This is an optimization exercise on Yosys and OpenROAD, whose aim is small area, not a production implementation. Only simulation tests tie the RTL to the original design; equivalence was not proved. No activity file was given, so power comes from the tool's default toggle rates.

--- flow/design.v ---
package froggerPkg;
	typedef logic [10-1:0] coord_t;
	typedef enum logic [5:0]
	{
		colWhite      = 6'd0,
		colGreen      = 6'd2,
		colRed        = 6'd3,
		colLightBlue  = 6'd4,
		colYellow     = 6'd5,
		colOrange     = 6'd7,
		colBrown      = 6'd8,
		colPurple     = 6'd9,
		colDarkBlue   = 6'd10,
		colLightGreen = 6'd12,
		colDarkGrey   = 6'd13
	} colorCode_t;
endpackage
`timescale 1ns/1ps
module trafficLane
#(
	parameter [10-1:0] spriteW = 1,
	parameter [0:0] moveLeft = 1'b1,
	parameter [10-1:0] start0  = 0,
	parameter [10-1:0] start1  = 0,
	parameter [10-1:0] start2  = 0,
	parameter [10-1:0] start3  = 0,
	parameter [10-1:0] start4  = 0
)
(
	input  froggerPkg::coord_t phase,
	input  logic [10:0] drawZ,
	input  logic [10:0] frogZ,
	output logic   drawHit,
	output logic   frogHit
);
	localparam int numVeh = 5;
	localparam int period = 640 + 1;
	localparam logic [numVeh*10-1:0] startPos = {start4, start3, start2, start1, start0};
	logic [numVeh-1:0] wrapped;
	always_comb
	begin
		for (int i = 0; i < numVeh; i++)
		begin
			if (moveLeft)
				wrapped[i] = phase > startPos[i*10 +: 10];
			else
				wrapped[i] = phase >= 10'(period) - startPos[i*10 +: 10];
		end
	end
	function automatic logic onVehicle(input logic [10:0] z, input logic [numVeh-1:0] wr);
		logic [10:0] s;
		logic [10:0] sw;
		logic near;
		onVehicle = 1'b0;
		for (int i = 0; i < numVeh; i++)
		begin
			s = {1'b0, startPos[i*10 +: 10]};
			sw = s + period;
			near = moveLeft ? !wr[i] : wr[i];
			onVehicle = onVehicle |
				(near && (z >= s) && (z < s + spriteW)) |
				(!near && (z >= sw) && (z < sw + spriteW));
		end
	endfunction
	assign drawHit = onVehicle(drawZ, wrapped);
	assign frogHit = onVehicle(frogZ, wrapped);
endmodule
`timescale 1ns/1ps
module timeBar
(
	input  logic   clk_4Hz,
	input  logic   arstN,
	input  froggerPkg::coord_t drawX,
	input  froggerPkg::coord_t drawY,
	output logic   barHit
);
	localparam int divW   = $clog2(4);
	localparam int widthW = $clog2(160 + 1);
	localparam int endMax = 430 + 160 - 512;
	localparam int endMin = 430 - 512;
	logic [divW-1:0]     divCnt;
	logic signed [widthW-1:0] barEnd;
	always_ff @(posedge clk_4Hz or negedge arstN)
	begin
		if (!arstN)
		begin
			divCnt <= '0;
			barEnd <= widthW'(endMax);
		end
		else
		begin
			divCnt <= divCnt + 1'b1;
			if (divCnt == divW'(4 - 1))
				barEnd <= (barEnd == widthW'(endMin)) ? widthW'(endMax) : barEnd - 1'b1;
		end
	end
	logic signed [10-1:0] xRel;
	assign xRel = {~drawX[10-1], drawX[10-2:0]};
	assign barHit = (drawX >= 430) && (xRel < barEnd) &&
		(drawY >= 400) && (drawY < 400 + 15);
endmodule
`timescale 1ns/1ps
module hudOverlay
(
	input  froggerPkg::coord_t     drawX,
	input  froggerPkg::coord_t     drawY,
	input  logic [2:0] lives,
	output logic       heartHit,
	output logic       lineHit,
	output logic       waterHit
);
	localparam int numHearts = 3;
	logic [numHearts-1:0] heartVec;
	for (genvar k = 0; k < numHearts; k++)
	begin : genHeart
		localparam froggerPkg::coord_t heartX = 10'(100 + k * 20);
		assign heartVec[k] = (lives > k) && (lives <= 3'd3) &&
			(drawX >= heartX) && (drawX < heartX + 14) &&
			(drawY >= 400) && (drawY < 400 + 12);
	end
	assign heartHit = |heartVec;
	assign lineHit = ((drawY >= 240) && (drawY <= 260)) ||
		((drawY >= 360) && (drawY <= 380));
	assign waterHit = drawY < 240;
endmodule
`timescale 1ns/1ps
module sceneMixer
(
	input  froggerPkg::coord_t     frogX,
	input  froggerPkg::coord_t     frogY,
	input  froggerPkg::coord_t     drawX,
	input  froggerPkg::coord_t     drawY,
	input  logic [4:0] laneDrawHit,
	input  logic       barHit,
	input  logic       heartHit,
	input  logic       lineHit,
	input  logic       waterHit,
	output froggerPkg::colorCode_t colorCode
);
	function automatic logic [10:0] subRipple(input froggerPkg::coord_t a, input froggerPkg::coord_t b);
		logic c;
		c = 1'b1;
		for (int i = 0; i < 10; i++)
		begin
			subRipple[i] = a[i] ^ ~b[i] ^ c;
			c = (a[i] & ~b[i]) | (c & (a[i] ^ ~b[i]));
		end
		subRipple[10] = ~c;
	endfunction
	logic [10:0] dx;
	logic [10:0] dy;
	logic frogBox;
	assign dx = subRipple(drawX, frogX);
	assign dy = subRipple(drawY, frogY);
	assign frogBox = (dx < 17) && (dy < 16);
	always_comb
	begin
		colorCode = froggerPkg::colDarkGrey;
		if (frogBox)
			colorCode = froggerPkg::colLightGreen;
		else if (laneDrawHit[0])
			colorCode = froggerPkg::colRed;
		else if (laneDrawHit[1])
			colorCode = froggerPkg::colYellow;
		else if (laneDrawHit[2])
			colorCode = froggerPkg::colOrange;
		else if (laneDrawHit[3])
			colorCode = froggerPkg::colDarkBlue;
		else if (laneDrawHit[4])
			colorCode = froggerPkg::colBrown;
		else if (lineHit)
			colorCode = froggerPkg::colPurple;
		else if (barHit)
			colorCode = froggerPkg::colGreen;
		else if (heartHit)
			colorCode = froggerPkg::colRed;
		else if (waterHit)
			colorCode = froggerPkg::colLightBlue;
	end
endmodule
`timescale 1ns/1ps
module frogScene
(
	input  logic       clk_4Hz,
	input  logic       arstN,
	input  froggerPkg::coord_t     frogX,
	input  froggerPkg::coord_t     frogY,
	input  froggerPkg::coord_t     drawX,
	input  froggerPkg::coord_t     drawY,
	input  logic [2:0] lives,
	output froggerPkg::colorCode_t colorCode,
	output logic       collision
);
	logic [4:0] laneDrawHit;
	logic [4:0] laneFrogHit;
	logic [4:0] laneDrawX;
	logic [4:0] laneFrogX;
	logic [4:0] drawRow;
	logic [4:0] frogRow;
	logic barHit;
	logic heartHit;
	logic lineHit;
	logic waterHit;
	froggerPkg::coord_t phase;
	always_ff @(posedge clk_4Hz or negedge arstN)
	begin
		if (!arstN)
		begin
			phase     <= '0;
			collision <= 1'b0;
		end
		else
		begin
			phase     <= (phase == 10'(640)) ? '0 : phase + 1'b1;
			collision <= |laneFrogHit;
		end
	end
	function automatic logic [4:0] rowOf(input froggerPkg::coord_t py);
		rowOf[0] = (py >= 342) && (py < 342 + 16);
		rowOf[1] = (py >= 323) && (py < 323 + 14);
		rowOf[2] = (py >= 302) && (py < 302 + 16);
		rowOf[3] = (py >= 284) && (py < 284 + 12);
		rowOf[4] = (py >= 263) && (py < 263 + 14);
	endfunction
	function automatic logic rightRow(input froggerPkg::coord_t py);
		logic [4:0] r;
		r = py[6:2];
		rightRow = ((r >= 5'd6) && (r <= 5'd10)) || ((r >= 5'd16) && (r <= 5'd20));
	endfunction
	assign drawRow = rowOf(drawY);
	assign frogRow = rowOf(frogY);
	froggerPkg::coord_t phaseR;
	logic [10:0] drawZ;
	logic [10:0] frogZ;
	assign phaseR = 10'(640 + 1) - phase;
	assign drawZ = drawX + (rightRow(drawY) ? phaseR : phase);
	assign frogZ = frogX + (rightRow(frogY) ? phaseR : phase);
	trafficLane #(
		.spriteW(25), .moveLeft(1'b1),
		.start0(440), .start1(400), .start2(280),
		.start3(200), .start4(100)
	) i_fireLane (.phase, .drawZ, .frogZ, .drawHit(laneDrawX[0]), .frogHit(laneFrogX[0]));
	trafficLane #(
		.spriteW(19), .moveLeft(1'b0),
		.start0(440), .start1(400), .start2(300),
		.start3(180), .start4(60)
	) i_busLane (.phase, .drawZ, .frogZ, .drawHit(laneDrawX[1]), .frogHit(laneFrogX[1]));
	trafficLane #(
		.spriteW(23), .moveLeft(1'b1),
		.start0(440), .start1(400), .start2(300),
		.start3(250), .start4(120)
	) i_motoLane (.phase, .drawZ, .frogZ, .drawHit(laneDrawX[2]), .frogHit(laneFrogX[2]));
	trafficLane #(
		.spriteW(28), .moveLeft(1'b0),
		.start0(440), .start1(60), .start2(380),
		.start3(600), .start4(560)
	) i_policeLane (.phase, .drawZ, .frogZ, .drawHit(laneDrawX[3]), .frogHit(laneFrogX[3]));
	trafficLane #(
		.spriteW(25), .moveLeft(1'b1),
		.start0(440), .start1(380), .start2(300),
		.start3(150), .start4(90)
	) i_truckLane (.phase, .drawZ, .frogZ, .drawHit(laneDrawX[4]), .frogHit(laneFrogX[4]));
	assign laneDrawHit = laneDrawX & drawRow;
	assign laneFrogHit = laneFrogX & frogRow;
	timeBar i_timeBar (.clk_4Hz, .arstN, .drawX, .drawY, .barHit);
	hudOverlay i_hudOverlay (.drawX, .drawY, .lives, .heartHit, .lineHit, .waterHit);
	sceneMixer i_sceneMixer (
		.frogX, .frogY, .drawX, .drawY, .laneDrawHit,
		.barHit, .heartHit, .lineHit, .waterHit,
		.colorCode
	);
endmodule
--- flow/flow/run.sh ---
#!/bin/bash
set -euo pipefail
HERE=$(pwd)

# synthesis script: the standard flow's own, with the abc command pointed at our script
{
	head -n 1 synth_recipe.tcl
	cat flow/abc_override.tcl
	tail -n +2 synth_recipe.tcl
} > my_synth.tcl
export MY_ABC_SCRIPT=$HERE/flow/area.abc
export MY_ABC_SEEDS="1 2 3 4"
export MY_ABC_DIR=$HERE

bash standard.sh SYNTH_SCRIPT=$HERE/my_synth.tcl ADDER_MAP_FILE= "BUFFER_PORTS_ARGS=-buffer_cell sky130_fd_sc_hd__buf_1" finish > flow.log 2>&1
--- flow/flow/abc_override.tcl ---
proc abc {args} {
	set i [lsearch -exact $args -script]
	if { $i < 0 } {
		yosys abc {*}$args
		return
	}
	set lib [lindex $args [expr { [lsearch -exact $args -liberty] + 1 }]]
	set fin [open $::env(MY_ABC_SCRIPT) r]
	set template [read $fin]
	close $fin
	yosys design -save pre_abc
	set bestArea 0
	set bestSeed ""
	foreach seed $::env(MY_ABC_SEEDS) {
		yosys design -load pre_abc
		set script $::env(MY_ABC_DIR)/area_s$seed.abc
		set fout [open $script w]
		puts $fout [string map [list @SEED@ $seed] $template]
		close $fout
		lset args [expr { $i + 1 }] $script
		yosys abc {*}$args
		yosys opt_clean
		set report [yosys tee -q -s result.string stat -liberty $lib]
		if { ![regexp {Chip area for module [^:]*: ([0-9.]+)} $report -> area] } {
			error "no area for seed $seed"
		}
		puts "abc seed $seed: area $area"
		if { $bestSeed eq "" || $area < $bestArea } {
			set bestArea $area
			set bestSeed $seed
			yosys design -save best_abc
		}
	}
	puts "abc: keeping seed $bestSeed, area $bestArea"
	yosys design -load best_abc
}
--- flow/flow/area.abc ---
strash
ifraig
&get -n
&deepsyn -T 30 -S @SEED@
&put
dch -f
amap
topo
stime
--- flow/standard.sh ---
#!/bin/bash
# synth_recipe.tcl (not shown) runs the flow's synth.tcl, then flattens the netlist and writes it again
# the make line also repeats each setting of config.mk as NAME=value (left out here)
make -C /OpenROAD-flow-scripts/flow DESIGN_CONFIG=/design/flow/config.mk WORK_HOME=/design/flow/orfs CLKGATE_MAP_FILE= SYNTH_SCRIPT=/design/flow/synth_recipe.tcl "${@:-finish}"
--- flow/config.mk ---
export PLATFORM = sky130hd
export DESIGN_NAME = frogScene
export DESIGN_NICKNAME = frogScene
export VERILOG_FILES = /design/flow/design.v
export SDC_FILE = /design/flow/constraint.sdc
export NUM_CORES = 4
export LEC_CHECK = 0
export CAP_MARGIN = 20
export CORE_MARGIN = 2
export CORE_UTILIZATION = 60
export GPL_TIMING_DRIVEN = 0
export PLACE_DENSITY = 0.7
export SETUP_SLACK_MARGIN = 0.3
export SLEW_MARGIN = 20
--- flow/constraint.sdc ---
create_clock -name core_clock -period 10.0 [get_ports {clk_4Hz}]
set_input_delay 2.0000 -clock core_clock [delete_from_list [all_inputs] [get_ports {clk_4Hz}]]
set_output_delay 2.0000 -clock core_clock [all_outputs]
set_load 0.01 [all_outputs]
==> results of run 1 <==
==> per-stage QoR <==
step | cell area [um^2] | total power [mW]
after floorplan | 4810 | 0.247
final | 5380 | 0.411
after detailed placement | 5130 | 0.324
after CTS | 5290 | 0.386
after global routing | 5380 | 0.429
after global placement | 5120 | 0.321
==> Yosys cell counts, types with 2 or more instances <==
cell type and n:
nand3b_1 3, a41oi_1 2, o31ai_1 6, a31oi_1 21, o2111ai_1 7, nor4_1 9
clkinv_1 145, a222oi_1 3, o41ai_1 4, or2_0 6, o21ai_0 83, or3_1 9
o22ai_1 20, nor3_1 38, or4_1 5, a32oi_1 5, o32ai_1 8, o21a_1 21
o211ai_1 8, nor4b_1 2, nand3_1 24, o221a_1 3, a2111oi_0 4, nor2_1 217
and2_0 2, o22a_1 4, a21o_1 3, a21oi_1 56, buf_4 2, dfstp_2 4
nand4_1 5, nand2_1 86, a22oi_1 9, a211oi_1 12, o221ai_1 3, o311ai_0 2
a311oi_1 3, a31o_1 2, dfrtp_1 17, o32a_1 8, o31a_1 2
==> critical path: cells and delay by family <==
| family | cells | cell delay (ps) |
|---|---|---|
| buf+inv | 9 | 1530 |
| compound gates | 13 | 1940 |
| simple gates | 12 | 2000 |
==> cell type report <==
cell class                      instances  area [um^2]
Multi-Input combinational cell        713         3860
Fill cell                             635         2350
Inverter                              145          552
Sequential cell                        21          531
Timing Repair Buffer                   57          248
Tap cell                              102          128
Clock buffer                            4         45.0
Buffer                                  2         15.0
==> cells in the final DEF (no fill, tap or decap), types with 4 or more instances in the layout <==
cell type	count
a22oi_1	9
buf_4	10
o21ai_2	7
o32a_1	8
o22ai_1	19
a21oi_1	56
nand3_1	24
nand4_1	5
dfstp_2	4
o211ai_1	8
nor2_1	214
a31oi_1	20
o21a_1	21
dfrtp_1	17
o31ai_1	6
a211oi_1	10
buf_1	46
o22a_1	4
o2111ai_1	7
clkinv_1	139
o21ai_1	9
o32ai_1	8
o21ai_0	67
a32oi_1	4
nor3_1	35
or3_1	9
or4_1	5
or2_0	5
nor4_1	8
nand2_1	86
==> per-layer routing <==
| layer | GRT usage (%) | wire (um) | vias to the layer above |
|---|---|---|---|
| met1 | 56.7 | 6930 | 3245 |
| met2 | 71.1 | 8380 | 770 |
| met4 | 33.5 | 2080 | 0 |
| li1 | - | - | 3299 |
| met5 | 0 | 0 | - |
| met3 | 11.9 | 3210 | 245 |
==> cell families (layout without fill, tap and decap cells) <==
kind of cell    Yosys count  count (layout)
flops                    21              21
other cells               1               2
buf+inv                 147             208
simple gates            408             408
compound gates          303             303
==> worst min path at each step <==
stage / slack (ps) / to / cells past startpoint
after CTS: 500 / i_timeBar.divCnt[0] / 1
after detailed placement: 470 / i_timeBar.divCnt[0] / 1
after global placement: 450 / i_timeBar.divCnt[0] / 1
final: 510 / i_timeBar.divCnt[0] / 1
after global routing: 520 / i_timeBar.divCnt[0] / 1
after floorplan: 440 / i_timeBar.divCnt[0] / 1
==> repair_timing <==
action,4_1_cts,5_1_grt
pin swaps,4,5
hold endpoints to repair,0,0
buffers inserted,4,2
setup endpoints to repair,4,4
gates resized for setup,25,22
gates cloned,0,0
==> flip-flops by register name, indices dropped and copies added, names as in the netlist <==
signal and cells:
collision 1, i_timeBar.barEnd 8, i_timeBar.divCnt 2, phase 10
==> where the power goes <==
group | internal [mW] | switching, mW
registers | 0.0851 | 0.0000338
clock network | 0.0284 | 0.0264
logic | 0.0753 | 0.196
total | 0.189 | 0.222
==> results by group, run 1 <==
CTS
  • Maximum clock path buffer count: 2
  • CTS tree: done
  • CTS H-tree depth: 1
  • CTS Hold Buffers Added: 0
  • Later-pin clock latency in the skew report: between 200 and 300 ps
  • CTS Sinks: 21
  • Worst-path clk slew: 70 ps
  • TritonCTS buffer count: 3
  • Clk root buf: clkbuf_8

Synth
  • Post-synthesis async set-or-reset flop share: 100%
  • Synth Area in Adders: 0%
  • Top-area cell type share of the netlist area: 17.0%
  • Avg Cell Area, Syn: around 5.5 um^2
  • Sequential area share after synthesis: 11.0%
  • Ranking of synthesized cells by area: nor2_1 (17%), clkinv_1 (11%), dfrtp_1 (8.9%)
  • Synth Area in XOR/XNOR: 0%
  • Synth area leader: nor2_1
  • Synthesized area: 4800 um^2
  • Largest family of logic cells by synthesized area: compound AO/OA/AOI/OAI gates
  • Mux cell area share after synthesis: 0%
  • Synth Warn #: 8
  • Flops & latches, synth: 21
  • Post-Synth Simple-Gate Area: about 36%
  • Compound-cell area share of the yosys netlist: roughly two fifths
  • Main flop type after synthesis: dfrtp_1
  • Yosys cell types: 48
  • Mapped Cells: a little under 900
  • Post-synth EDFFs: 0

Placement
  • Port bufs: a little under 50
  • Inst Count DP: between 1,000 and 1,500
  • Dpl ws: -907 ps
  • Final Wtd Congestion: about 1.2
  • HPWL Detailed: approximately 16 mm

STA
  • Hold violation count in the final report: 0
  • RSZ-0062 raised after global routing: no
  • Highest clock rate: 105 MHz
  • Final setup vio count: 0
  • Post-Route Setup TNS: 0 ps
  • Max-slew violation count: 0
  • Hold WS: 509 ps
  • Tmin final: about 9500 ps
  • Final setup margin: roughly 520 ps
  • Final period util: a little over nine tenths
  • Slew margin rel.: about 23%
  • Worst Max-Slew Pin Slew: roughly 1100 ps
  • Clock Skews: ~6.1 ps

Floorplan
  • Die Area: 8740 um^2
  • I/O pins: 52
  • Initial core utilization: between 60 and 70%
  • Die height: between 90 and 100 um
  • Core area: about 7700 um^2
  • Die span in x: a little over 90 um
  • Rows: 32

Worst setup path
  • Critical path arrival: 7480 ps
  • Startpoint Class: input port
  • Worst Setup EP: colorCode[0]
  • CP Class: input port to primary output
  • Setup crit start: drawY[2]
  • FF-to-FF setup slack: 3980 ps
  • Crit end category: primary output
  • FF-to-FF End: collision
  • Reg2Reg Launch Point: phase[1]
  • CP peak stage delay: around 340 ps
  • Worst path required time: about 8000 ps
  • Reg2reg path depth: 24
  • Worst-path maximum fanout: 11
  • Slowest CP cell: nor3_2

Power
  • Leak pwr: 1.81 nW
  • Pwr dens: around 76 nW/um^2
  • Max VDD drop: 0.0943 mV

Final layout
  • Share of cells above drive strength 1: 5.20%
  • ANT cells: 0
  • Fin nets: a little under 1,000
  • Area Overhead vs Synth: 11.9%
  • Fin util: between 60% and 70%
  • Post-route insts no fill: between 1,000 and 1,500

Global route
  • Largest net degree at the start of global routing: 22
  • Vias in the first global route: roughly 6,900
  • Gr usage total: between 40% and 50%
  • Antenna violations before repair: 0
  • GRT overflow: 0
  • First-pass GRT wire length: between 30 and 40 mm

Flow run
  • Maximum Capacitance Violations: 0

Detailed routing
  • Vias: between 7,000 and 8,000
  • Post-route ant nets: 0
  • Total Wirelength: a little over 20 mm
  • Drt first pass iters: 9
  • DR iter-0 viols: 1,286
  • WL/cell: 19.7 um
  • Final routed DRC violation total: 0
  • Post-DR vias/cell: between 7 and 8

Run status
  • Status: timing/DRC/antenna clean

Min path
  • Hold_sp: i_timeBar.divCnt[0]
  • Hold crit path type: register to register
==> inputs of run 2 (changes only) <==
--- a/flow/design.v
+++ b/flow/design.v
@@ -29,7 +29,8 @@
 (
 	input  froggerPkg::coord_t phase,
 	input  logic [10:0] drawZ,
-	input  logic [10:0] frogZ,
+	input  froggerPkg::coord_t frogV,
+	input  logic   frogWrap,
 	output logic   drawHit,
 	output logic   frogHit
 );
@@ -63,7 +64,19 @@
 		end
 	endfunction
 	assign drawHit = onVehicle(drawZ, wrapped);
-	assign frogHit = onVehicle(frogZ, wrapped);
+	function automatic logic onVehicleMod(input froggerPkg::coord_t v, input logic wrap,
+		input logic [numVeh-1:0] wr);
+		logic [10-1:0] s;
+		logic near;
+		onVehicleMod = 1'b0;
+		for (int i = 0; i < numVeh; i++)
+		begin
+			s = startPos[i*10 +: 10];
+			near = moveLeft ? !wr[i] : wr[i];
+			onVehicleMod = onVehicleMod | ((v >= s) && (v < s + spriteW) && (wrap != near));
+		end
+	endfunction
+	assign frogHit = onVehicleMod(frogV, frogWrap, wrapped);
 endmodule
 `timescale 1ns/1ps
 module timeBar
@@ -235,31 +248,35 @@
 	assign phaseR = 10'(640 + 1) - phase;
 	assign drawZ = drawX + (rightRow(drawY) ? phaseR : phase);
 	assign frogZ = frogX + (rightRow(frogY) ? phaseR : phase);
+	froggerPkg::coord_t frogV;
+	logic frogWrap;
+	assign frogWrap = frogZ >= 640 + 1;
+	assign frogV = frogWrap ? 10'(frogZ - (640 + 1)) : frogZ[10-1:0];
 	trafficLane #(
 		.spriteW(25), .moveLeft(1'b1),
 		.start0(440), .start1(400), .start2(280),
 		.start3(200), .start4(100)
-	) i_fireLane (.phase, .drawZ, .frogZ, .drawHit(laneDrawX[0]), .frogHit(laneFrogX[0]));
+	) i_fireLane (.phase, .drawZ, .frogV, .frogWrap, .drawHit(laneDrawX[0]), .frogHit(laneFrogX[0]));
 	trafficLane #(
 		.spriteW(19), .moveLeft(1'b0),
 		.start0(440), .start1(400), .start2(300),
 		.start3(180), .start4(60)
-	) i_busLane (.phase, .drawZ, .frogZ, .drawHit(laneDrawX[1]), .frogHit(laneFrogX[1]));
+	) i_busLane (.phase, .drawZ, .frogV, .frogWrap, .drawHit(laneDrawX[1]), .frogHit(laneFrogX[1]));
 	trafficLane #(
 		.spriteW(23), .moveLeft(1'b1),
 		.start0(440), .start1(400), .start2(300),
 		.start3(250), .start4(120)
-	) i_motoLane (.phase, .drawZ, .frogZ, .drawHit(laneDrawX[2]), .frogHit(laneFrogX[2]));
+	) i_motoLane (.phase, .drawZ, .frogV, .frogWrap, .drawHit(laneDrawX[2]), .frogHit(laneFrogX[2]));
 	trafficLane #(
 		.spriteW(28), .moveLeft(1'b0),
 		.start0(440), .start1(60), .start2(380),
 		.start3(600), .start4(560)
-	) i_policeLane (.phase, .drawZ, .frogZ, .drawHit(laneDrawX[3]), .frogHit(laneFrogX[3]));
+	) i_policeLane (.phase, .drawZ, .frogV, .frogWrap, .drawHit(laneDrawX[3]), .frogHit(laneFrogX[3]));
 	trafficLane #(
 		.spriteW(25), .moveLeft(1'b1),
 		.start0(440), .start1(380), .start2(300),
 		.start3(150), .start4(90)
-	) i_truckLane (.phase, .drawZ, .frogZ, .drawHit(laneDrawX[4]), .frogHit(laneFrogX[4]));
+	) i_truckLane (.phase, .drawZ, .frogV, .frogWrap, .drawHit(laneDrawX[4]), .frogHit(laneFrogX[4]));
 	assign laneDrawHit = laneDrawX & drawRow;
 	assign laneFrogHit = laneFrogX & frogRow;
 	timeBar i_timeBar (.clk_4Hz, .arstN, .drawX, .drawY, .barHit);
==> run 2 against run 1 <==
Compared with the run above: total power rose by 5.6%; sequential share of layout area fell by 0.18 points; via count fell by 4.1%; wire length fell by 3.5%; count of clock-buffer cells in the layout did not move; fmax fell by 2.4%; critical path depth rose by 3; final cell count fell by 1.5%; combinational power rose by 8.1%; global-route usage fell by 2.2 points; largest cell class unchanged; highest routed layer unchanged.
==> results by group, run 2 <==
Min path
  • Hold crit path type: register to register

STA
  • Worst Max-Slew Pin Slew: 1160 ps (+11.9 ps)
  • Final period util: 97.2% (+2.3 points)
  • Highest clock rate: 103 MHz (-2.4%)
  • Hold violation count in the final report: 0 (unchanged)
  • Clock Skews: 3.28 ps (-2.85 ps)
  • Final setup vio count: 0 (unchanged)
  • Slew margin rel.: 22.0% (-0.96 points)
  • Max-slew violation count: 0 (unchanged)
  • Tmin final: 9720 ps (+233 ps)
  • RSZ-0062 raised after global routing: yes
  • Post-Route Setup TNS: 0 ps (unchanged)

Synth
  • Yosys cell types: 46 (-4.2%)
  • Flops & latches, synth: 21 (unchanged)
  • Top-area cell type share of the netlist area: 18.5% (+1.5 points)
  • Synth area leader: nor2_1
  • Mapped Cells: 858 (-2.5%)
  • Synthesized area: 4640 um^2 (-3.5%)
  • Synth Warn #: 8 (unchanged)
  • Ranking of synthesized cells by area: nor2_1 (18%), clkinv_1 (11%), a21oi_1 (9.5%)
  • Post-synthesis async set-or-reset flop share: 100% (unchanged)
  • Post-synth EDFFs: 0 (unchanged)
  • Top post-synthesis cells by count: nor2_1 (228), clkinv_1 (133), a21oi_1 (88)
  • Most common cell in the netlist: nor2_1
  • Main flop type after synthesis: dfrtp_1
  • Sequential area share after synthesis: 11.4% (+0.40 points)
  • Avg Cell Area, Syn: 5.40 um^2 (-1.0%)

Floorplan
  • Die Area: 8450 um^2 (-3.3%)
  • Die span in x: 91.9 um (-1.7%)
  • Core area: 7610 um^2 (-1.6%)
  • Die height: 91.9 um (-1.7%)
  • I/O pins: 52 (unchanged)
  • Initial core utilization: 61.0% (-1.2 points)
  • Rows: 32 (unchanged)

Detailed routing
  • Drt first pass iters: 9 (unchanged)
  • Post-DR vias/cell: 7.05 (-2.6%)
  • Total Wirelength: 19.9 mm (-3.5%)
  • DR iter-0 viols: 959 (-25%)
  • Post-route ant nets: 0 (unchanged)
  • Final routed DRC violation total: 0 (unchanged)
  • Vias: 7,249 (-4.1%)
  • WL/cell: 19.3 um (-2.0%)

CTS
  • CTS H-tree depth: 1 (unchanged)
  • Maximum clock path buffer count: 2 (unchanged)
  • Later-pin clock latency in the skew report: 260 ps (about the same)
  • TritonCTS buffer count: 3 (unchanged)
  • CTS Sinks: 21 (unchanged)
  • CTS Hold Buffers Added: 0 (unchanged)
  • Worst-path clk slew: 70 ps (about the same)
  • CTS tree: done
  • Clk root buf: clkbuf_8

Power
  • Pwr dens: 79.3 nW/um^2 (+3.7%)
  • Leak pwr: 1.86 nW (+2.7%)
  • Max VDD drop: 0.0925 mV (-1.8%)

Worst setup path
  • Startpoint Class: input port
  • CP peak stage delay: 320 ps (-20 ps)
  • Worst-path maximum fanout: 7 (-4)
  • Crit end category: primary output
  • Slowest CP cell: a2111oi_2
  • Critical path arrival: 7720 ps (+240 ps)
  • CP Class: input port to primary output
  • Worst path required time: 8000 ps (about the same)

Final layout
  • Fin nets: 972 (-1.6%)
  • Share of cells above drive strength 1: 10.7% (+5.5 points)
  • Number of flip-flops under the largest register name: 10 (unchanged)
  • Area Overhead vs Synth: 18.1%
  • Commonest non-fill, non-tap cells in the layout: nor2_1 (215), clkinv_1 (122), a21oi_1 (81)
  • # fillers: 662 (+4.3%)
  • Most common cell after layout, fill and taps aside: nor2_1
  • ANT cells: 0 (unchanged)
  • Fin util: 72.0% (+2.4 points)
  • Regs by FF count: phase x10, i_timeBar.barEnd x8, i_timeBar.divCnt x2
  • Most flops, register: phase

Run status
  • Status: timing/DRC/antenna clean

Placement
  • Final Wtd Congestion: 1.14 (-8.5%)
  • Port bufs: 49 (unchanged)
  • HPWL Detailed: 14.8 mm (-7.7%)

Global route
  • Gr usage total: 44.4% (-2.2 points)
  • Antenna violations before repair: 0 (unchanged)
  • Largest net degree at the start of global routing: 23 (+4.5%)
  • GRT overflow: 0 (unchanged)
  • Vias in the first global route: 6,269 (-9.3%)
  • First-pass GRT wire length: 30.4 mm (-7.4%)

Flow run
  • Maximum Capacitance Violations: 0 (unchanged)
==> run 2: cell count changes in the layout (fill, tap and decap cells not counted), moves of 7 or more <==
cell and delta:
a21oi_1 +25, clkinv_1 -17, nand2_1 -14, nand3_1 -14
o21a_1 -10, nor2_2 +9, a21oi_2 +7
==> run 2: final timing paths <==
check                                    start                  end  slack (ps)  cells past startpoint
setup / recovery                      drawY[5]         colorCode[1]         280                     37
setup reg to reg                      phase[1]            collision        2450                     41
max in group asynchronous                arstN  i_timeBar.barEnd[3]        7930                      1
hold reg to reg            i_timeBar.divCnt[0]  i_timeBar.divCnt[0]         480                      1
min in group asynchronous                arstN             phase[1]        1690                      1
hold / removal             i_timeBar.divCnt[0]  i_timeBar.divCnt[0]         480                      1
==> run 2: report_power, final <==
part,internal [mW],switching [mW]
clock network,0.0284,0.0272
logic,0.0861,0.207
registers,0.0850,0.0000150
==> run 2: cells by family after synthesis <==
family	share of synthesized area, %
AOI/OAI and AO/OA	42.0
other	0.0809
and+or+nand+nor	35.4
DFF	11.4
buffers and inverters	11.1
==> run 2: timing repair <==
item,CTS,global route
endpoints found under the setup margin,5,5
setup buffers,5,8
pin swaps,8,16
gates resized for setup,34,72
gates cloned,1,0
==> run 2: metrics by stage <==
stage / worst slack [ps] / total power, mW / instance area, um^2 / cells / hold slack (ps)
detailed placement: -1580 / 0.322 / 4960 / 1010 / 461
floorplan: 459 / 0.249 / 4640 / 859 / 443
global placement: -2400 / 0.320 / 4950 / 1010 / 454
finish: 284 / 0.434 / 5480 / 1028 / 479
CTS: 310 / 0.391 / 5170 / 1020 / 478
global route: 105 / 0.454 / 5480 / 1028 / 491
==> run 2: layout make-up <==
cell class / count / area [um^2] / share of cell area, %
Inverter: 133 / 519 / 9.48
Multi-Input combinational cell: 704 / 3930 / 71.8
Sequential cell: 21 / 531 / 9.69
Buffer: 2 / 15.0 / 0.274
Timing Repair Buffer: 62 / 309 / 5.64
Tap cell: 102 / 128 / 2.33
Clock buffer: 4 / 45.0 / 0.823
==> run 2: critical path: cells and delay by family <==
kind / cells / cell delay [ps]
AOI/OAI and AO/OA: 17 / 3190
and+or+nand+nor: 13 / 1450
buffers and inverters: 7 / 1070
==> run 2: routing by layer <==
metal / global-route usage, % / vias up / routed length (um)
li1: - / 3249 / -
met1: 54.7 / 3154 / 6970
met2: 71.4 / 668 / 8700
met3: 8.46 / 178 / 2620
met4: 27.6 / 0 / 1590
met5: 0 / - / 0
==> inputs of run 3 (changes only) <==
==> flow/flow/run.sh (replaced) <==
#!/bin/bash
set -euo pipefail
HERE=$(pwd)
SEEDS="1 2 3 4"

# synthesis script: the standard flow's own, with the abc command pointed at our script
{
	head -n 1 synth_recipe.tcl
	cat flow/abc_override.tcl
	tail -n +2 synth_recipe.tcl
} > my_synth.tcl
export MY_ABC_SCRIPT=$HERE/flow/area.abc
MAKE_VARS=(SYNTH_SCRIPT=$HERE/my_synth.tcl ADDER_MAP_FILE= "BUFFER_PORTS_ARGS=-buffer_cell sky130_fd_sc_hd__buf_1")

# seed trials: the standard make line with a work folder of their own, synthesis only
for s in $SEEDS; do
	mkdir -p seed_$s
	sed "s#WORK_HOME=[^ ]*#WORK_HOME=$HERE/seed_$s/orfs#" standard.sh > seed_$s/standard.sh
	(
		export MY_ABC_SEEDS=$s MY_ABC_DIR=$HERE/seed_$s
		bash seed_$s/standard.sh "${MAKE_VARS[@]}" synth > seed_$s/synth.log 2>&1 || true
	) &
done
wait

best=""
bestArea=""
for s in $SEEDS; do
	stat=seed_$s/orfs/reports/$FLOW_PLATFORM/frogScene/base/synth_stat.txt
	[[ -f $stat ]] || continue
	area=$(sed -n "s/.*Chip area for module[^:]*: *\([0-9.]*\).*/\1/p" $stat | tail -n 1)
	echo "seed $s: area $area" >> seeds.txt
	if [[ -n $area ]] && { [[ -z $best ]] || awk -v a=$area -v b=$bestArea 'BEGIN { exit !(a < b) }'; }; then
		best=$s
		bestArea=$area
	fi
done
best=${best:-1}
echo "chosen seed $best" >> seeds.txt

export MY_ABC_SEEDS=$best MY_ABC_DIR=$HERE
bash standard.sh "${MAKE_VARS[@]}" finish > flow.log 2>&1
==> flow/flow/area.abc (replaced) <==
strash
ifraig
&get -n
&deepsyn -J 300 -S @SEED@
&put
dch -f
amap
topo
stime
==> run 3 against run 2 <==
Compared with the run above: synthesized cell count shrank 1.7%; clock power grew 2%; synthesized area shrank 0.76%; sequential cell count is the same; clock skew shrank 1.6 ps; non-clock buffer count grew 1; global-route usage grew 0.55 points; hold slack is essentially flat; critical path depth shrank 8.
==> results by group, run 3 <==
STA
  • Post-Route Setup TNS: 0 ps (unchanged)
  • RSZ-0062 raised after global routing: no
  • Slew margin rel.: 15.8% (-6.2 points)
  • Clock Skews: 1.66 ps (-1.62 ps)
  • Max-slew violation count: 0 (unchanged)
  • Final period util: 95.5% (-1.7 points)
  • Highest clock rate: 105 MHz (+1.7%)
  • Hold violation count in the final report: 0 (unchanged)
  • Final setup vio count: 0 (unchanged)
  • Tmin final: 9550 ps (-167 ps)
  • Worst Max-Slew Pin Slew: 1250 ps (+91.7 ps)

Power
  • Pwr dens: 79.7 nW/um^2 (+0.48%)
  • Max VDD drop: 0.0904 mV (-2.3%)
  • Leak pwr: 1.79 nW (-3.7%)

Final layout
  • Fin nets: 957 (-1.5%)
  • Area Overhead vs Synth: 17.7%
  • Commonest non-fill, non-tap cells in the layout: nor2_1 (199), clkinv_1 (119), nand2_1 (80)
  • Most flops, register: phase
  • Regs by FF count: phase x10, i_timeBar.barEnd x8, i_timeBar.divCnt x2
  • Flip-flop and latch area: 531 um^2 (unchanged)
  • Final instance area: 5420 um^2 (-1.1%)
  • Most common cell after layout, fill and taps aside: nor2_1
  • Multi-input combinational cell area: 3890 um^2 (-0.96%)
  • Share of cells above drive strength 1: 11.1% (+0.40 points)
  • # fillers: 614 (-7.3%)
  • Post-route insts no fill: 1,010 (-1.8%)
  • Number of flip-flops under the largest register name: 10 (unchanged)
  • ANT cells: 0 (unchanged)

Detailed routing
  • Post-DR vias/cell: 7.22 (+2.4%)
  • WL/cell: 19.6 um (+1.3%)
  • Vias: 7,291 (+0.58%)
  • Post-route ant nets: 0 (unchanged)
  • Final routed DRC violation total: 0 (unchanged)
  • Total Wirelength: 19.8 mm (-0.47%)
  • Drt first pass iters: 10 (+1)
  • DR iter-0 viols: 1,208 (+26%)

Min path
  • Hold crit path type: register to register

Worst setup path
  • Slowest CP cell: nor2_1
  • CP Class: input port to primary output
  • CP top delay family: simple AND/OR/NAND/NOR gates
  • WP buf/inv: 6 (-1)
  • Worst-path maximum fanout: 10 (+3)
  • Startpoint Class: input port
  • Worst path required time: 8000 ps (about the same)
  • CP peak stage delay: 570 ps (+250 ps)
  • Critical path arrival: 7550 ps (-170 ps)
  • Most Frequent Cell on Critical Path: nand2_1
  • Crit end category: primary output

CTS
  • Later-pin clock latency in the skew report: 260 ps (about the same)
  • Clk root buf: clkbuf_8
  • CTS Sinks: 21 (unchanged)
  • CTS H-tree depth: 1 (unchanged)
  • Worst-path clk slew: 80 ps (about the same)
  • Maximum clock path buffer count: 2 (unchanged)
  • CTS Hold Buffers Added: 0 (unchanged)
  • CTS tree: done
  • TritonCTS buffer count: 3 (unchanged)

Global route
  • GRT overflow: 0 (unchanged)
  • Routing usage on met3: 9.38% (+0.91 points)
  • First-pass GRT wire length: 31.1 mm (+2.2%)
  • Antenna violations before repair: 0 (unchanged)
  • Vias in the first global route: 6,426 (+2.5%)
  • Largest net degree at the start of global routing: 22 (-4.3%)
  • Gr usage total: 45.0% (+0.55 points)
  • Grt met2 use: 70.9% (-0.49 points)
  • Top Usage Layer GRT: met2
  • Grt met1 use: 56.8% (+2.1 points)

Synth
  • Most common cell in the netlist: nor2_1
  • Mapped Cells: 843 (-1.7%)
  • Main flop type after synthesis: dfrtp_1
  • Synthesized area: 4600 um^2 (-0.76%)
  • Sequential area share after synthesis: 11.5% (+0.087 points)
  • Top post-synthesis cells by count: nor2_1 (209), clkinv_1 (134), o21ai_0 (94)
  • Synth area leader: nor2_1
  • Post-synthesis async set-or-reset flop share: 100% (unchanged)
  • Yosys cell types: 50 (+8.7%)
  • Ranking of synthesized cells by area: nor2_1 (17%), clkinv_1 (11%), o21ai_0 (10%)
  • Synth Warn #: 8 (unchanged)
  • Post-synth EDFFs: 0 (unchanged)
  • Flops & latches, synth: 21 (unchanged)
  • Avg Cell Area, Syn: 5.46 um^2 (+1.0%)
  • Top-area cell type share of the netlist area: 17.0% (-1.4 points)

Floorplan
  • I/O pins: 52 (unchanged)
  • Rows: 31 (-3.1%)
  • Initial core utilization: 62.8% (+1.8 points)
  • Die height: 91.6 um (-0.36%)
  • Die Area: 8390 um^2 (-0.73%)
  • Core area: 7330 um^2 (-3.6%)
  • Die span in x: 91.6 um (-0.36%)

Placement
  • HPWL Detailed: 14.8 mm (+0.37%)
  • Area after DPL: 4920 um^2 (-0.91%)
  • Port bufs: 49 (unchanged)
  • Final Wtd Congestion: 1.18 (+3.6%)
  • Inst Count DP: 992 (-1.8%)

Run status
  • Status: timing/DRC/antenna clean

Flow run
  • Maximum Capacitance Violations: 0 (unchanged)
[run 3: cell types whose count changed in the layout (fill, tap and decap cells not counted), moves of 7 or more]
| cell | delta |
|---|---|
| nor2_1 | -16 |
| o21ai_0 | +9 |
| o22ai_1 | +12 |
| a21oi_1 | -22 |
| nand2_1 | +8 |
| nor3_1 | -7 |
[run 3: layer usage]
metal | wire length (um) | vias to the layer above
li1 | - | 3207
met1 | 7130 | 3178
met2 | 8210 | 712
met3 | 2830 | 194
met4 | 1610 | 0
met5 | 0 | -
[run 3: metrics by stage]
| step | setup WS, ps | total power, mW | util [%] | hold slack, ps |
|---|---|---|---|---|
| 2_1_floorplan | 761 | 0.248 | - | 443 |
| 3_3_place_gp | -1710 | 0.317 | 67.0 | 453 |
| 3_5_place_dp | -1410 | 0.321 | 67.1 | 457 |
| 4_1_cts | 277 | 0.391 | 70.4 | 476 |
| 5_1_grt | 156 | 0.450 | 73.9 | 492 |
| 6_report | 451 | 0.431 | 73.9 | 479 |
[run 3: area by class of cell]
type | count | area share, %
Tap cell | 99 | 2.29
Buffer | 2 | 0.277
Clock buffer | 4 | 0.832
Inverter | 134 | 9.43
Multi-Input combinational cell | 687 | 71.9
Sequential cell | 21 | 9.80
Timing Repair Buffer | 63 | 5.52
[run 3: cell families (layout without fill, tap and decap cells)]
group                  count (synthesis)  after routing  share of synthesized area (%)
other                                  1              2                         0.0815
and+or+nand+nor                      367            367                           33.1
AOI/OAI and AO/OA                    318            318                           44.0
buffers and inverters                136            203                           11.3
DFF                                   21             21                           11.5
[run 3: worst register-to-register path: cells and delay by family, from the launching register on]
kind / cells / cell delay [ps]
AO/OA/AOI/OAI: 15 / 2700
AND/OR/NAND/NOR: 21 / 3620
buffers and inverters: 5 / 650
flip-flops: 1 / 490
[run 3: worst paths after layout]
| kind | cells after the start | endpoint | startpoint | slack [ps] |
|---|---|---|---|---|
| max in group asynchronous | 1 | i_timeBar.barEnd[1] | arstN | 7950 |
| worst min register to register | 1 | i_timeBar.divCnt[0] | i_timeBar.divCnt[0] | 480 |
| worst min-delay path | 1 | i_timeBar.divCnt[0] | i_timeBar.divCnt[0] | 480 |
| min in group asynchronous | 1 | phase[5] | arstN | 1690 |
| worst max-delay path | 29 | colorCode[2] | drawY[3] | 450 |
| worst max register to register | 41 | collision | phase[2] | 2410 |
[run 3: timing repair]
action,in CTS,in global routing
endpoints found under the setup margin,5,5
setup buffers,6,8
resized for setup,46,63
pin swaps,6,13
[run 3: power breakdown]
group / internal, mW / switching [mW] / leakage, nW
Sequential: 0.0850 / 0.0000140 / 0.245
Clock: 0.0285 / 0.0283 / 0.0228
Combinational: 0.0870 / 0.203 / 1.52
Total: 0.200 / 0.231 / 1.79
==> inputs of run 4 (changes only) <==
--- a/flow/design.v
+++ b/flow/design.v
@@ -29,8 +29,7 @@
 (
 	input  froggerPkg::coord_t phase,
 	input  logic [10:0] drawZ,
-	input  froggerPkg::coord_t frogV,
-	input  logic   frogWrap,
+	input  logic [10:0] frogZ,
 	output logic   drawHit,
 	output logic   frogHit
 );
@@ -64,19 +63,7 @@
 		end
 	endfunction
 	assign drawHit = onVehicle(drawZ, wrapped);
-	function automatic logic onVehicleMod(input froggerPkg::coord_t v, input logic wrap,
-		input logic [numVeh-1:0] wr);
-		logic [10-1:0] s;
-		logic near;
-		onVehicleMod = 1'b0;
-		for (int i = 0; i < numVeh; i++)
-		begin
-			s = startPos[i*10 +: 10];
-			near = moveLeft ? !wr[i] : wr[i];
-			onVehicleMod = onVehicleMod | ((v >= s) && (v < s + spriteW) && (wrap != near));
-		end
-	endfunction
-	assign frogHit = onVehicleMod(frogV, frogWrap, wrapped);
+	assign frogHit = onVehicle(frogZ, wrapped);
 endmodule
 `timescale 1ns/1ps
 module timeBar
@@ -248,35 +235,31 @@
 	assign phaseR = 10'(640 + 1) - phase;
 	assign drawZ = drawX + (rightRow(drawY) ? phaseR : phase);
 	assign frogZ = frogX + (rightRow(frogY) ? phaseR : phase);
-	froggerPkg::coord_t frogV;
-	logic frogWrap;
-	assign frogWrap = frogZ >= 640 + 1;
-	assign frogV = frogWrap ? 10'(frogZ - (640 + 1)) : frogZ[10-1:0];
 	trafficLane #(
 		.spriteW(25), .moveLeft(1'b1),
 		.start0(440), .start1(400), .start2(280),
 		.start3(200), .start4(100)
-	) i_fireLane (.phase, .drawZ, .frogV, .frogWrap, .drawHit(laneDrawX[0]), .frogHit(laneFrogX[0]));
+	) i_fireLane (.phase, .drawZ, .frogZ, .drawHit(laneDrawX[0]), .frogHit(laneFrogX[0]));
 	trafficLane #(
 		.spriteW(19), .moveLeft(1'b0),
 		.start0(440), .start1(400), .start2(300),
 		.start3(180), .start4(60)
-	) i_busLane (.phase, .drawZ, .frogV, .frogWrap, .drawHit(laneDrawX[1]), .frogHit(laneFrogX[1]));
+	) i_busLane (.phase, .drawZ, .frogZ, .drawHit(laneDrawX[1]), .frogHit(laneFrogX[1]));
 	trafficLane #(
 		.spriteW(23), .moveLeft(1'b1),
 		.start0(440), .start1(400), .start2(300),
 		.start3(250), .start4(120)
-	) i_motoLane (.phase, .drawZ, .frogV, .frogWrap, .drawHit(laneDrawX[2]), .frogHit(laneFrogX[2]));
+	) i_motoLane (.phase, .drawZ, .frogZ, .drawHit(laneDrawX[2]), .frogHit(laneFrogX[2]));
 	trafficLane #(
 		.spriteW(28), .moveLeft(1'b0),
 		.start0(440), .start1(60), .start2(380),
 		.start3(600), .start4(560)
-	) i_policeLane (.phase, .drawZ, .frogV, .frogWrap, .drawHit(laneDrawX[3]), .frogHit(laneFrogX[3]));
+	) i_policeLane (.phase, .drawZ, .frogZ, .drawHit(laneDrawX[3]), .frogHit(laneFrogX[3]));
 	trafficLane #(
 		.spriteW(25), .moveLeft(1'b1),
 		.start0(440), .start1(380), .start2(300),
 		.start3(150), .start4(90)
-	) i_truckLane (.phase, .drawZ, .frogV, .frogWrap, .drawHit(laneDrawX[4]), .frogHit(laneFrogX[4]));
+	) i_truckLane (.phase, .drawZ, .frogZ, .drawHit(laneDrawX[4]), .frogHit(laneFrogX[4]));
 	assign laneDrawHit = laneDrawX & drawRow;
 	assign laneFrogHit = laneFrogX & frogRow;
 	timeBar i_timeBar (.clk_4Hz, .arstN, .drawX, .drawY, .barHit);
--- a/flow/flow/run.sh
+++ b/flow/flow/run.sh
@@ -1,7 +1,7 @@
 #!/bin/bash
 set -euo pipefail
 HERE=$(pwd)
-SEEDS="1 2 3 4"
+SEEDS="1"
 
 # synthesis script: the standard flow's own, with the abc command pointed at our script
 {
@@ -12,8 +12,8 @@
 export MY_ABC_SCRIPT=$HERE/flow/area.abc
 MAKE_VARS=(SYNTH_SCRIPT=$HERE/my_synth.tcl ADDER_MAP_FILE= "BUFFER_PORTS_ARGS=-buffer_cell sky130_fd_sc_hd__buf_1")
 
-# seed trials: the standard make line with a work folder of their own, synthesis only
-for s in $SEEDS; do
+# seed trials (skipped for a single seed): the standard make line with a work folder of their own, synthesis only
+[[ $SEEDS == *" "* ]] && for s in $SEEDS; do
 	mkdir -p seed_$s
 	sed "s#WORK_HOME=[^ ]*#WORK_HOME=$HERE/seed_$s/orfs#" standard.sh > seed_$s/standard.sh
 	(
--- a/flow/config.mk
+++ b/flow/config.mk
@@ -10,5 +10,5 @@
 export CORE_UTILIZATION = 60
 export GPL_TIMING_DRIVEN = 0
 export PLACE_DENSITY = 0.7
-export SETUP_SLACK_MARGIN = 0.3
+export SETUP_SLACK_MARGIN = 0.4
 export SLEW_MARGIN = 20
==> run 4 against run 3 <==
Compared with the run above: critical endpoint unchanged; setup slack lost 73 ps; clock skew grew 1.0 ps; die area grew 3.1%; synthesized area grew 3.3%; sequential power is essentially flat; hold slack lost 2.4 ps; synthesized cell count grew 4.9%; critical path type unchanged; register-to-register slack gained 920 ps.
==> results by group, run 4 <==
CTS
  • TritonCTS buffer count: 3 (unchanged)
  • CTS Sinks: 21 (unchanged)
  • Maximum clock path buffer count: 2 (unchanged)
  • Worst-path clk slew: 80 ps (about the same)
  • Clk root buf: clkbuf_8
  • CTS tree: done
  • CTS Hold Buffers Added: 0 (unchanged)
  • Later-pin clock latency in the skew report: 270 ps (about the same)
  • CTS H-tree depth: 1 (unchanged)

Synth
  • Main flop type after synthesis: dfrtp_1
  • Yosys cell types: 46 (-8.0%)
  • Top post-synthesis cells by count: nor2_1 (228), clkinv_1 (129), o21ai_0 (91)
  • Synth Warn #: 8 (unchanged)
  • Most common cell in the netlist: nor2_1
  • Synth area leader: nor2_1
  • Post-synthesis async set-or-reset flop share: 100% (unchanged)
  • Synthesized area: 4750 um^2 (+3.3%)
  • Top-area cell type share of the netlist area: 18.0% (+0.96 points)
  • Ranking of synthesized cells by area: nor2_1 (18%), clkinv_1 (10%), o21ai_0 (9.6%)
  • Avg Cell Area, Syn: 5.38 um^2 (-1.5%)
  • Post-synth EDFFs: 0 (unchanged)
  • Flops & latches, synth: 21 (unchanged)
  • Sequential area share after synthesis: 11.2% (-0.36 points)
  • Mapped Cells: 884 (+4.9%)

Floorplan
  • Initial core utilization: 61.8% (-0.96 points)
  • Core area: 7690 um^2 (+4.9%)
  • Die height: 93.0 um (+1.6%)
  • Rows: 32 (+3.2%)
  • Die span in x: 93.0 um (+1.6%)
  • I/O pins: 52 (unchanged)
  • Die Area: 8650 um^2 (+3.1%)

STA
  • Slew margin rel.: 27.7% (+12 points)
  • Final setup margin: 379 ps (-72.6 ps)
  • Max-slew violation count: 0 (unchanged)
  • Final setup vio count: 0 (unchanged)
  • Hold violation count in the final report: 0 (unchanged)
  • Tmin final: 9620 ps (+72.6 ps)
  • RSZ-0062 raised after global routing: no
  • Clock Skews: 2.69 ps (+1.04 ps)
  • Final period util: 96.2% (+0.73 points)
  • Hold WS: 477 ps (-2.38 ps)
  • Highest clock rate: 104 MHz (-0.75%)
  • Worst Max-Slew Pin Slew: 1070 ps (-177 ps)

Final layout
  • Most flops, register: phase
  • # fillers: 653 (+6.4%)
  • Area Overhead vs Synth: 12.2%
  • Fin nets: 996 (+4.1%)
  • Share of cells above drive strength 1: 5.89% (-5.2 points)
  • Fin util: 69.4% (-4.5 points)
  • Regs by FF count: phase x10, i_timeBar.barEnd x8, i_timeBar.divCnt x2
  • Post-route insts no fill: 1,052 (+4.2%)
  • Commonest non-fill, non-tap cells in the layout: nor2_1 (223), clkinv_1 (122), nand2_1 (82)
  • Number of flip-flops under the largest register name: 10 (unchanged)
  • ANT cells: 0 (unchanged)
  • Most common cell after layout, fill and taps aside: nor2_1

Power
  • Comb pwr share: 63.7% (-3.4 points)
  • Leak pwr: 1.79 nW (+0.20%)
  • Reg power frac: 21.4% (+1.7 points)
  • Max VDD drop: 0.0854 mV (-5.5%)
  • NetSw: 0.213 mW (-8.0%)
  • Power Total: 0.397 mW (-7.9%)
  • Sw Share: 53.5% (-0.054 points)
  • Clock power share: 14.9% (+1.7 points)
  • Int Pwr: 0.185 mW (-7.8%)
  • Pwr dens: 74.5 nW/um^2 (-6.4%)

Global route
  • Grt met1 use: 60.6% (+3.8 points)
  • First-pass GRT wire length: 32.4 mm (+4.2%)
  • Vias in the first global route: 6,566 (+2.2%)
  • Gr usage total: 46.4% (+1.5 points)
  • GRT overflow: 0 (unchanged)
  • Routing usage on met3: 9.43% (+0.050 points)
  • Top Usage Layer GRT: met2
  • Antenna violations before repair: 0 (unchanged)
  • Grt met2 use: 70.4% (-0.54 points)
  • Largest net degree at the start of global routing: 22 (unchanged)

Placement
  • HPWL Detailed: 16.1 mm (+8.3%)
  • Dpl ws: -766 ps (+644 ps)
  • Port bufs: 49 (unchanged)
  • Final Wtd Congestion: 1.15 (-2.8%)
  • Inst Count DP: 1,038 (+4.6%)

Detailed routing
  • Vias: 7,652 (+5.0%)
  • Post-DR vias/cell: 7.27 (+0.76%)
  • Drt first pass iters: 20 (+10)
  • WL/cell: 20.1 um (+2.5%)
  • Total Wirelength: 21.1 mm (+6.7%)
  • DR iter-0 viols: 1,401 (+16%)
  • Post-route ant nets: 0 (unchanged)
  • Final routed DRC violation total: 0 (unchanged)

Worst setup path
  • Slowest CP cell: a2111oi_0
  • FF-to-FF setup slack: 3330 ps (+920 ps)
  • Startpoint Class: input port
  • Reg2reg path depth: 30 (-27%)
  • Crit end category: primary output
  • CP Class: input port to primary output
  • Critical path arrival: 7620 ps (+70 ps)
  • CP peak stage delay: 590 ps (+20 ps)
  • Worst-path maximum fanout: 10 (unchanged)
  • Reg2Reg Launch Point: phase[2]
  • Most Frequent Cell on Critical Path: a21oi_1
  • FF-to-FF End: collision
  • Worst path required time: 8000 ps (about the same)

Run status
  • Status: timing/DRC/antenna clean

Min path
  • Hold_sp: i_timeBar.divCnt[0]
  • Hold crit path type: register to register
  • Hold Path End: i_timeBar.divCnt[0]
  • Hold Path Depth: 1 (unchanged)

Flow run
  • Maximum Capacitance Violations: 0 (unchanged)
[run 4: metal layers]
metal  routed length (um)  vias up  share of wire [%]
li1                     -     3316                  -
met1                 7310     3267                 35
met2                 8410      823                 40
met3                 3460      246                 16
met4                 1940        0                9.2
met5                    0        -                  0
[run 4: final cells by class]
class / instances / area, um^2 / share of cell area (%)
multi-input cells: 733 / 3840 / 72.0
clock buffers: 4 / 45.0 / 0.845
repair buffers: 60 / 273 / 5.12
repair inverters: 1 / 5.00 / 0.0939
plain buffers: 2 / 15.0 / 0.282
flip-flops and latches: 21 / 531 / 9.95
inverters: 129 / 499 / 9.36
well taps: 102 / 128 / 2.39
[run 4: timing repair]
action / 4_1_cts / 5_1_grt
cloned: 0 / 1
endpoints found under the setup margin: 4 / 4
pin swaps: 2 / 5
buffers inserted: 1 / 8
gates resized for setup: 18 / 31
[run 4: kinds of logic after synthesis]
group / count (synthesis) / share of synthesized area, %
AO/OA/AOI/OAI: 308 / 40.2
AND/OR/NAND/NOR: 423 / 38.0
flip-flops: 21 / 11.2
buffers and inverters: 131 / 10.5
other: 1 / 0.0789
[run 4: through the flow]
stage	instance area (um^2)	setup TNS (ps)
2_1_floorplan	4760	0
3_5_place_dp	5080	-2680
4_1_cts	5170	0
6_report	5330	0
5_1_grt	5330	0
3_3_place_gp	5070	-4700
[run 4: power groups by stage]
stage,Combinational (mW),Sequential (mW),Clock [mW]
final,0.253,0.0851,0.0590
after global routing,0.265,0.0851,0.0617
after CTS,0.222,0.0851,0.0571
after detailed placement,0.218,0.0867,0
after global placement,0.215,0.0867,0
after floorplan,0.146,0.0868,0
[run 4: worst max-delay path by stage]
stage / start / to / depth (start not counted)
finish: drawY[2] / colorCode[2] / 29
global route: drawY[2] / colorCode[1] / 32
CTS: drawY[2] / colorCode[1] / 29
detailed placement: drawY[3] / colorCode[3] / 33
global placement: drawY[3] / colorCode[3] / 31
floorplan: drawY[4] / colorCode[2] / 27
[run 4: worst max-delay path: cells and delay by family]
kind	cells	cell delay, ps
buffers and inverters	7	1360
AO/OA/AOI/OAI	13	2950
AND/OR/NAND/NOR	9	1280
==> inputs of run 5 (changes only) <==
--- a/flow/config.mk
+++ b/flow/config.mk
@@ -10,5 +10,5 @@
 export CORE_UTILIZATION = 60
 export GPL_TIMING_DRIVEN = 0
 export PLACE_DENSITY = 0.7
-export SETUP_SLACK_MARGIN = 0.4
+export SETUP_SLACK_MARGIN = 0.5
 export SLEW_MARGIN = 20
==> run 5 against run 4 <==
Compared with the run above: still clean on timing, DRC and antenna; setup slack got worse by 5.2 ps; clock power barely moved; design area rose by 0.73%; synthesized area did not move; core utilization rose by 0.50 points; combinational power barely moved; non-clock buffer count rose by 2; register-to-register slack barely moved; largest cell class unchanged; highest routed layer unchanged.
==> results by group, run 5 <==
Run status
  • Status: timing/DRC/antenna clean

STA
  • Hold violation count in the final report: 0 (unchanged)
  • Tmin final: 9630 ps (+5.18 ps)
  • RSZ-0062 raised after global routing: no
  • Slew margin rel.: 30.7% (+3.0 points)
  • Worst Max-Slew Pin Slew: 1030 ps (-44.4 ps)
  • Final setup vio count: 0 (unchanged)
  • Max-slew violation count: 0 (unchanged)
  • Clock Skews: 10.0 ps (+7.34 ps)
  • Final period util: 96.3% (about the same)
  • Highest clock rate: 104 MHz (about the same)
  • Final setup margin: 373 ps (-5.18 ps)
  • Post-Route Setup TNS: 0 ps (unchanged)

Worst setup path
  • Most Frequent Cell on Critical Path: nor2_1
  • CP top delay family: compound AO/OA/AOI/OAI gates
  • CP peak stage delay: 540 ps (-50 ps)
  • CP Class: input port to primary output
  • FF-to-FF setup slack: 3340 ps (about the same)
  • Startpoint Class: input port
  • WP buf/inv: 6 (-1)
  • Slowest CP cell: o311ai_0
  • Worst-path maximum fanout: 6 (-4)
  • Crit end category: primary output
  • Worst path required time: 8000 ps (about the same)
  • Critical path arrival: 7630 ps (about the same)

Min path
  • Hold crit path type: register to register

Detailed routing
  • Final routed DRC violation total: 0 (unchanged)
  • Total Wirelength: 21.3 mm (+1.0%)
  • Post-route ant nets: 0 (unchanged)
  • Post-DR vias/cell: 7.25 (-0.28%)
  • Drt first pass iters: 12 (-40%)
  • DR iter-0 viols: 1,369 (-2.3%)
  • Vias: 7,645 (-0.091%)
  • WL/cell: 20.2 um (+0.81%)

Placement
  • HPWL Detailed: 16.1 mm (unchanged)
  • Final Wtd Congestion: 1.15 (unchanged)
  • Port bufs: 49 (unchanged)
  • Dpl ws: -766 ps (unchanged)
  • Area after DPL: 5080 um^2 (unchanged)

Global route
  • GRT overflow: 0 (unchanged)
  • Largest net degree at the start of global routing: 22 (unchanged)
  • Vias in the first global route: 6,589 (+0.35%)
  • Gr usage total: 46.6% (+0.15 points)
  • Antenna violations before repair: 0 (unchanged)
  • First-pass GRT wire length: 32.5 mm (+0.30%)

Floorplan
  • Die height: 93.0 um (unchanged)
  • Die Area: 8650 um^2 (unchanged)
  • Initial core utilization: 61.8% (unchanged)
  • I/O pins: 52 (unchanged)
  • Rows: 32 (unchanged)
  • Core area: 7690 um^2 (unchanged)
  • Die span in x: 93.0 um (unchanged)

CTS
  • CTS Hold Buffers Added: 0 (unchanged)
  • Worst-path clk slew: 80 ps (about the same)
  • CTS H-tree depth: 1 (unchanged)
  • TritonCTS buffer count: 3 (unchanged)
  • CTS tree: done
  • CTS Sinks: 21 (unchanged)
  • Clk root buf: clkbuf_8
  • Later-pin clock latency in the skew report: 270 ps (about the same)
  • Maximum clock path buffer count: 2 (unchanged)

Synth
  • Top-area cell type share of the netlist area: 18.0% (unchanged)
  • Most common cell in the netlist: nor2_1
  • Avg Cell Area, Syn: 5.38 um^2 (unchanged)
  • Flops & latches, synth: 21 (unchanged)
  • Top post-synthesis cells by count: nor2_1 (228), clkinv_1 (129), o21ai_0 (91)
  • Synth Warn #: 8 (unchanged)
  • Synthesized area: 4750 um^2 (unchanged)
  • Sequential area share after synthesis: 11.2% (unchanged)
  • Main flop type after synthesis: dfrtp_1
  • Ranking of synthesized cells by area: nor2_1 (18%), clkinv_1 (10%), o21ai_0 (9.6%)
  • Mapped Cells: 884 (unchanged)
  • Post-synth EDFFs: 0 (unchanged)
  • Yosys cell types: 46 (unchanged)
  • Post-synthesis async set-or-reset flop share: 100% (unchanged)
  • Synth area leader: nor2_1

Final layout
  • Multi-input combinational cell area: 3860 um^2 (+0.62%)
  • Number of flip-flops under the largest register name: 10 (unchanged)
  • Most flops, register: phase
  • Share of cells above drive strength 1: 6.72% (+0.83 points)
  • Most common cell after layout, fill and taps aside: nor2_1
  • Fin nets: 998 (+0.20%)
  • Flip-flop and latch area: 531 um^2 (unchanged)
  • # fillers: 646 (-1.1%)
  • Commonest non-fill, non-tap cells in the layout: nor2_1 (221), clkinv_1 (122), nand2_1 (81)
  • ANT cells: 0 (unchanged)
  • Regs by FF count: phase x10, i_timeBar.barEnd x8, i_timeBar.divCnt x2
  • Area Overhead vs Synth: 13.0%
  • Final instance area: 5370 um^2 (+0.73%)

Flow run
  • Maximum Capacitance Violations: 0 (unchanged)

Power
  • Max VDD drop: 0.0891 mV (+4.3%)
  • Leak pwr: 1.81 nW (+0.75%)
  • Power Total: 0.400 mW (+0.71%)
  • Pwr dens: 74.5 nW/um^2 (about the same)
==> run 5: cell types whose count changed in the layout (fill, tap and decap cells not counted), sizes merged <==
| cell | before | now |
|---|---|---|
| clkbuf | 8 | 7 |
| buf | 58 | 61 |
==> run 5: report_power, final <==
| part | internal [mW] | switching, mW |
|---|---|---|
| Combinational | 0.0723 | 0.184 |
| Sequential | 0.0850 | 0.0000411 |
| Clock | 0.0285 | 0.0308 |
| Total | 0.186 | 0.214 |
==> run 5: routing by layer <==
layer	up-vias	track usage, %	part of all wire [%]	wire length (um)
met5	-	0	0	0
met4	0	26.7	9.6	2040
met3	244	9.75	17	3560
met2	826	71.3	40	8520
met1	3246	60.7	34	7210
li1	3329	-	-	-
==> run 5: cells by family (layout without fill, tap and decap cells) <==
group	count (synthesis)	in the layout	share of synthesized area, %
flip-flops	21	21	11.2
AND/OR/NAND/NOR	423	423	38.0
buffers and inverters	131	198	10.5
other	1	2	0.0789
AO/OA/AOI/OAI	308	308	40.2
==> run 5: area by class of cell <==
cell class | instances | share of cell area (%)
Timing Repair Buffer | 62 | 5.36
Clock buffer | 4 | 0.839
Inverter | 129 | 9.30
Timing Repair inverter | 1 | 0.0932
Multi-Input combinational cell | 733 | 71.9
Tap cell | 102 | 2.38
Buffer | 2 | 0.280
Sequential cell | 21 | 9.88
==> run 5: worst paths after layout <==
path,startpoint,end,depth (start not counted)
setup / recovery,drawY[3],colorCode[3],35
hold / removal,i_timeBar.divCnt[0],i_timeBar.divCnt[0],1
setup reg to reg,phase[2],collision,30
hold reg to reg,i_timeBar.divCnt[0],i_timeBar.divCnt[0],1
max in group asynchronous,arstN,i_timeBar.barEnd[6],1
min in group asynchronous,arstN,phase[0],1
==> run 5: worst register-to-register path: cells and delay by family (launching register included) <==
| family | cells | cell delay, ps |
|---|---|---|
| AO/OA/AOI/OAI | 13 | 2810 |
| buffers and inverters | 3 | 440 |
| flip-flops | 1 | 480 |
| AND/OR/NAND/NOR | 14 | 2810 |
==> run 5: what timing repair did <==
item | 4_1_cts | 5_1_grt
setup endpoints to repair | 4 | 4
gates cloned | 0 | 1
setup buffers | 2 | 9
pin swaps | 2 | 6
endpoints found under the hold margin | 0 | 0
gates resized for setup | 21 | 36
==> run 5: per-stage QoR <==
stage	hold WS, ps	instances	util [%]
after floorplan	440	885	-
after global placement	449	1036	65.9
after detailed placement	453	1038	66.1
after CTS	475	1044	67.4
after global routing	495	1054	69.9
final	476	1054	69.9

[static timing again, ports no longer ideal]
In the flow no input, the clock included, has a driving cell. The finished layouts below were timed again as built, in two steps. Step 1 assumes that a clkbuf_16 drives the clock port and a buf_2 every other input. Step 2 adds t to the input delays and takes it off the output delays; t is the mean of the earliest and latest rising clock arrival at the registers after step 1. Input paths then give back, and output paths get back, about the clock's delay inside the block. a / b / c = no drivers / after step 1 / after step 2; a / b = the first two.
run | t, ns | slack for setup (ns) | hold WS [ns] | worst setup path at the end | worst register clock-pin slew, ns
run 1 | 0.282 | 0.517 / 0.491 / 0.491 | 0.509 / 0.509 / 0.509 | input to output | 0.07 / 0.07
run 2 | 0.288 | 0.284 / 0.262 / 0.262 | 0.479 / 0.479 / 0.479 | input to output | 0.07 / 0.07
run 3 | 0.288 | 0.451 / 0.430 / 0.366 | 0.479 / 0.479 / 0.479 | input to register | 0.08 / 0.08
run 4 | 0.292 | 0.379 / 0.354 / 0.354 | 0.477 / 0.477 / 0.477 | input to output | 0.08 / 0.08
run 5 | 0.290 | 0.373 / 0.350 / 0.350 | 0.476 / 0.476 / 0.476 | input to output | 0.09 / 0.09
After both steps every run listed still meets setup and hold. The setup slack of run 3, which loses most, moves by -0.021 ns with the drivers and by -0.085 ns with both steps.
